What follows belongs to an exercise in optimizing a design on an open flow for small area; a production flow would make more cautious choices.
Only simulation tests tie the RTL to the original design; equivalence was not proved.

==> 07-19: inputs <==
## register_unit
module register_unit #(
  parameter int          XLEN    = 32,
  parameter logic [31:0] SP_INIT = 32'h0000_03FC
) (
  input  logic            clk,
  input  logic            rst_n,
  input  logic [4:0]      rs1,
  input  logic [4:0]      rs2,
  input  logic [4:0]      rd,
  input  logic            RUWr,
  input  logic [XLEN-1:0] RUDataWr,
  output logic [XLEN-1:0] RURs1,
  output logic [XLEN-1:0] RURs2,
  input  logic [4:0]      DbgAddr,
  output logic [XLEN-1:0] DbgData,
  output logic [31:0]     WrCount
);
  localparam logic [XLEN-1:0] SP_RESET = XLEN'(SP_INIT);
  logic [XLEN-1:0] regs_q [1:31];
  logic [31:0]     wr_count_q;
  logic [31:0]     wr_count_d;
  logic            wr_en;
  logic [XLEN-1:0] rs1_old;
  logic [XLEN-1:0] rs2_old;
  assign wr_en      = RUWr && (rd != 5'd0);
  assign wr_count_d = wr_count_q + 32'd1;
  always_ff @(posedge clk) begin
    if (!rst_n) begin
      for (int i = 1; i < 32; i++) begin
        regs_q[i] <= (i == 2) ? SP_RESET : '0;
      end
      wr_count_q <= '0;
    end else if (wr_en) begin
      regs_q[rd] <= RUDataWr;
      wr_count_q <= wr_count_d;
    end
  end
  always_comb begin
    rs1_old = '0;
    rs2_old = '0;
    DbgData = '0;
    if (rs1 != 5'd0)     rs1_old = regs_q[rs1];
    if (rs2 != 5'd0)     rs2_old = regs_q[rs2];
    if (DbgAddr != 5'd0) DbgData = regs_q[DbgAddr];
  end
  assign RURs1 = rs1_old;
  assign RURs2 = rs2_old;
  assign WrCount = wr_count_q;
endmodule
==> module register_unit, before the edit <==
module register_unit #(
  parameter int          XLEN    = 32,
  parameter logic [31:0] SP_INIT = 32'h0000_03FC
) (
  input  logic            clk,
  input  logic            rst_n,
  input  logic [4:0]      rs1,
  input  logic [4:0]      rs2,
  input  logic [4:0]      rd,
  input  logic            RUWr,
  input  logic [XLEN-1:0] RUDataWr,
  output logic [XLEN-1:0] RURs1,
  output logic [XLEN-1:0] RURs2,
  input  logic [4:0]      DbgAddr,
  output logic [XLEN-1:0] DbgData,
  output logic [31:0]     WrCount
);
  localparam logic [XLEN-1:0] SP_RESET = XLEN'(SP_INIT);
  logic [XLEN-1:0] regs_q [1:31];
  logic [31:0]     wr_count_q;
  logic [31:0]     wr_count_d;
  logic            wr_en;
  logic [XLEN-1:0] rs1_old;
  logic [XLEN-1:0] rs2_old;
  assign wr_en      = RUWr && (rd != 5'd0);
  assign wr_count_d = wr_count_q + 32'd1;
  always_ff @(posedge clk) begin
    if (!rst_n) begin
      for (int i = 1; i < 32; i++) begin
        regs_q[i] <= (i == 2) ? SP_RESET : '0;
      end
      wr_count_q <= '0;
    end else if (wr_en) begin
      regs_q[rd] <= RUDataWr;
      wr_count_q <= wr_count_d;
    end
  end
  always_comb begin
    rs1_old = '0;
    rs2_old = '0;
    DbgData = '0;
    if (rs1 != 5'd0)     rs1_old = regs_q[rs1];
    if (rs2 != 5'd0)     rs2_old = regs_q[rs2];
    if (DbgAddr != 5'd0) DbgData = regs_q[DbgAddr];
  end
  assign RURs1 = rs1_old;
  assign RURs2 = rs2_old;
  assign WrCount = wr_count_q;
endmodule
clock: 8.0 ns
lec_check: 0
cap_margin: 20
core_margin: 2
core_utilization: 45
slew_margin: 20
run.sh (not shown) runs the stock make flow with config.mk's settings and CLKGATE_MAP_FILE= SYNTH_SCRIPT=/design/flow/synth_recipe.tcl, a recipe that flattens the netlist after the stock synthesis.
==> 04-14 (differences from 07-19) <==
==> flow/design.v (replaced) <==
`default_nettype none
module ru_aoi3 (
  input  logic a0, s0, a1, s1, a2, s2,
  output logic y
);
  assign y = ~((a0 & s0) | (a1 & s1) | (a2 & s2));
endmodule
module ru_rdbit (
  input  logic [31:1] d,
  input  logic [31:1] s,
  output logic        y
);
  logic [10:0] t;
  for (genvar g = 0; g < 10; g++) begin : g_aoi
    ru_aoi3 u_aoi (
      .a0(d[3*g+1]), .s0(s[3*g+1]),
      .a1(d[3*g+2]), .s1(s[3*g+2]),
      .a2(d[3*g+3]), .s2(s[3*g+3]),
      .y (t[g])
    );
  end
  assign t[10] = ~(d[31] & s[31]);
  assign y = ~&t;
endmodule
module register_unit #(
  parameter int          XLEN    = 32,
  parameter logic [31:0] SP_INIT = 32'h0000_03FC
) (
  input  logic            clk,
  input  logic            rst_n,
  input  logic [4:0]      rs1,
  input  logic [4:0]      rs2,
  input  logic [4:0]      rd,
  input  logic            RUWr,
  input  logic [XLEN-1:0] RUDataWr,
  output logic [XLEN-1:0] RURs1,
  output logic [XLEN-1:0] RURs2,
  input  logic [4:0]      DbgAddr,
  output logic [XLEN-1:0] DbgData,
  output logic [31:0]     WrCount
);
  localparam logic [XLEN-1:0] SP_RESET = XLEN'(SP_INIT);
  logic [XLEN-1:0] regs_q [1:31];
  logic [31:0]     wr_count_q;
  logic            wr_en;
  logic [31:1]     we;
  logic [XLEN-1:0] wdata;      
  logic [XLEN-1:0] wdata_sp;   
  logic [31:1]     sel1, sel2, seld;
  assign wr_en    = RUWr && (rd != 5'd0);
  assign wdata    = rst_n ? RUDataWr : '0;
  assign wdata_sp = rst_n ? RUDataWr : SP_RESET;
  always_comb begin
    for (int i = 1; i < 32; i++) begin
      we[i]   = !rst_n || (RUWr && rd == 5'(i));
      sel1[i] = (rs1 == 5'(i));
      sel2[i] = (rs2 == 5'(i));
      seld[i] = (DbgAddr == 5'(i));
    end
  end
  always_ff @(posedge clk) begin
    for (int i = 1; i < 32; i++) begin
      if (we[i]) regs_q[i] <= (i == 2) ? wdata_sp : wdata;
    end
  end
  always_ff @(posedge clk) begin
    if (!rst_n)     wr_count_q <= '0;
    else if (wr_en) wr_count_q <= wr_count_q + 32'd1;
  end
  for (genvar b = 0; b < XLEN; b++) begin : g_rd
    logic [31:1] col;
    for (genvar i = 1; i < 32; i++) begin : g_col
      assign col[i] = regs_q[i][b];
    end
    ru_rdbit u_rs1 (.d(col), .s(sel1), .y(RURs1[b]));
    ru_rdbit u_rs2 (.d(col), .s(sel2), .y(RURs2[b]));
    ru_rdbit u_dbg (.d(col), .s(seld), .y(DbgData[b]));
  end
  assign WrCount = wr_count_q;
endmodule
`default_nettype wire
CTS_BUF_LIST = sky130_fd_sc_hd__clkbuf_8   (was not set)
CTS_CLUSTER_DIAMETER = 100   (was not set)
CTS_CLUSTER_SIZE = 15   (was not set)
SYNTH_HIERARCHICAL = 1   (was not set)
SYNTH_MINIMUM_KEEP_SIZE = 0   (was not set)
==> 08-10 (differences from 07-19) <==
==> flow/design.v (replaced) <==
`default_nettype none
module ru_aoi3 (
  input  logic a0, s0, a1, s1, a2, s2,
  output logic y
);
  assign y = ~((a0 & s0) | (a1 & s1) | (a2 & s2));
endmodule
module ru_rdbit (
  input  logic [31:1] d,
  input  logic [31:1] s,
  output logic        y
);
  logic [10:0] t;
  for (genvar g = 0; g < 10; g++) begin : g_aoi
    ru_aoi3 u_aoi (
      .a0(d[3*g+1]), .s0(s[3*g+1]),
      .a1(d[3*g+2]), .s1(s[3*g+2]),
      .a2(d[3*g+3]), .s2(s[3*g+3]),
      .y (t[g])
    );
  end
  assign t[10] = ~(d[31] & s[31]);
  assign y = ~&t;
endmodule
module register_unit #(
  parameter int          XLEN    = 32,
  parameter logic [31:0] SP_INIT = 32'h0000_03FC
) (
  input  logic            clk,
  input  logic            rst_n,
  input  logic [4:0]      rs1,
  input  logic [4:0]      rs2,
  input  logic [4:0]      rd,
  input  logic            RUWr,
  input  logic [XLEN-1:0] RUDataWr,
  output logic [XLEN-1:0] RURs1,
  output logic [XLEN-1:0] RURs2,
  input  logic [4:0]      DbgAddr,
  output logic [XLEN-1:0] DbgData,
  output logic [31:0]     WrCount
);
  localparam logic [XLEN-1:0] SP_RESET = XLEN'(SP_INIT);
  logic [XLEN-1:0] regs_q [1:31];
  logic [31:0]     wr_count_q;
  logic            wr_en;
  logic [31:1]     we;
  logic [XLEN-1:0] wdata;      
  logic [XLEN-1:0] wdata_sp;   
  logic [31:1]     sel1, sel2, seld;
  assign wr_en    = RUWr && (rd != 5'd0);
  assign wdata    = rst_n ? RUDataWr : '0;
  assign wdata_sp = rst_n ? RUDataWr : SP_RESET;
  always_comb begin
    for (int i = 1; i < 32; i++) begin
      we[i]   = !rst_n || (RUWr && rd == 5'(i));
      sel1[i] = (rs1 == 5'(i));
      sel2[i] = (rs2 == 5'(i));
      seld[i] = (DbgAddr == 5'(i));
    end
  end
  always_ff @(posedge clk) begin
    for (int i = 1; i < 32; i++) begin
      if (we[i]) regs_q[i] <= (i == 2) ? wdata_sp : wdata;
    end
  end
  always_ff @(posedge clk) begin
    if (!rst_n)     wr_count_q <= '0;
    else if (wr_en) wr_count_q <= wr_count_q + 32'd1;
  end
  for (genvar b = 0; b < XLEN; b++) begin : g_rd
    logic [31:1] col;
    for (genvar i = 1; i < 32; i++) begin : g_col
      assign col[i] = regs_q[i][b];
    end
    ru_rdbit u_rs1 (.d(col), .s(sel1), .y(RURs1[b]));
    ru_rdbit u_rs2 (.d(col), .s(sel2), .y(RURs2[b]));
    ru_rdbit u_dbg (.d(col), .s(seld), .y(DbgData[b]));
  end
  assign WrCount = wr_count_q;
endmodule
`default_nettype wire
SYNTH_HIERARCHICAL = 1   (was not set)
SYNTH_MINIMUM_KEEP_SIZE = 0   (was not set)
==> run summary <==
The lowest register-to-register slack belongs to 04-14, the highest to 07-19.
In synthesized cell count, 08-10 and 04-14 do not differ.
The lowest clock skew belongs to 08-10, the highest to 04-14.
In 04-14 the utilization is lower than in 08-10, by 2.2 points.

==> port drivers added, routing unchanged <==
How much do the figures lean on ideal ports? The routed layouts below were timed once more, with nothing changed but the port constraints.
Step 1, drivers: a clkbuf_16 drives clk and a buf_2 each remaining input, both assumed.
Step 2 times the ports against the registers' clock, not the clock port: input delays grow and output delays shrink by t, the midpoint of the rising clock arrivals with the driver on.
Three values: ideal, step 1, step 2; two values: the first two.
run	t (ns)	slack for setup (ns)	worst data-port slew with drivers (ns)
07-19	0.833	1.261 / 1.219 / 1.219	0.15
04-14	0.831	0.785 / 0.711 / 0.711	0.10
08-10	0.765	0.821 / 0.725 / 0.725	0.11
After both steps every run listed still meets setup and hold. The setup slack of 08-10, which loses most, moves by -0.096 ns with the drivers and by -0.096 ns with both steps.
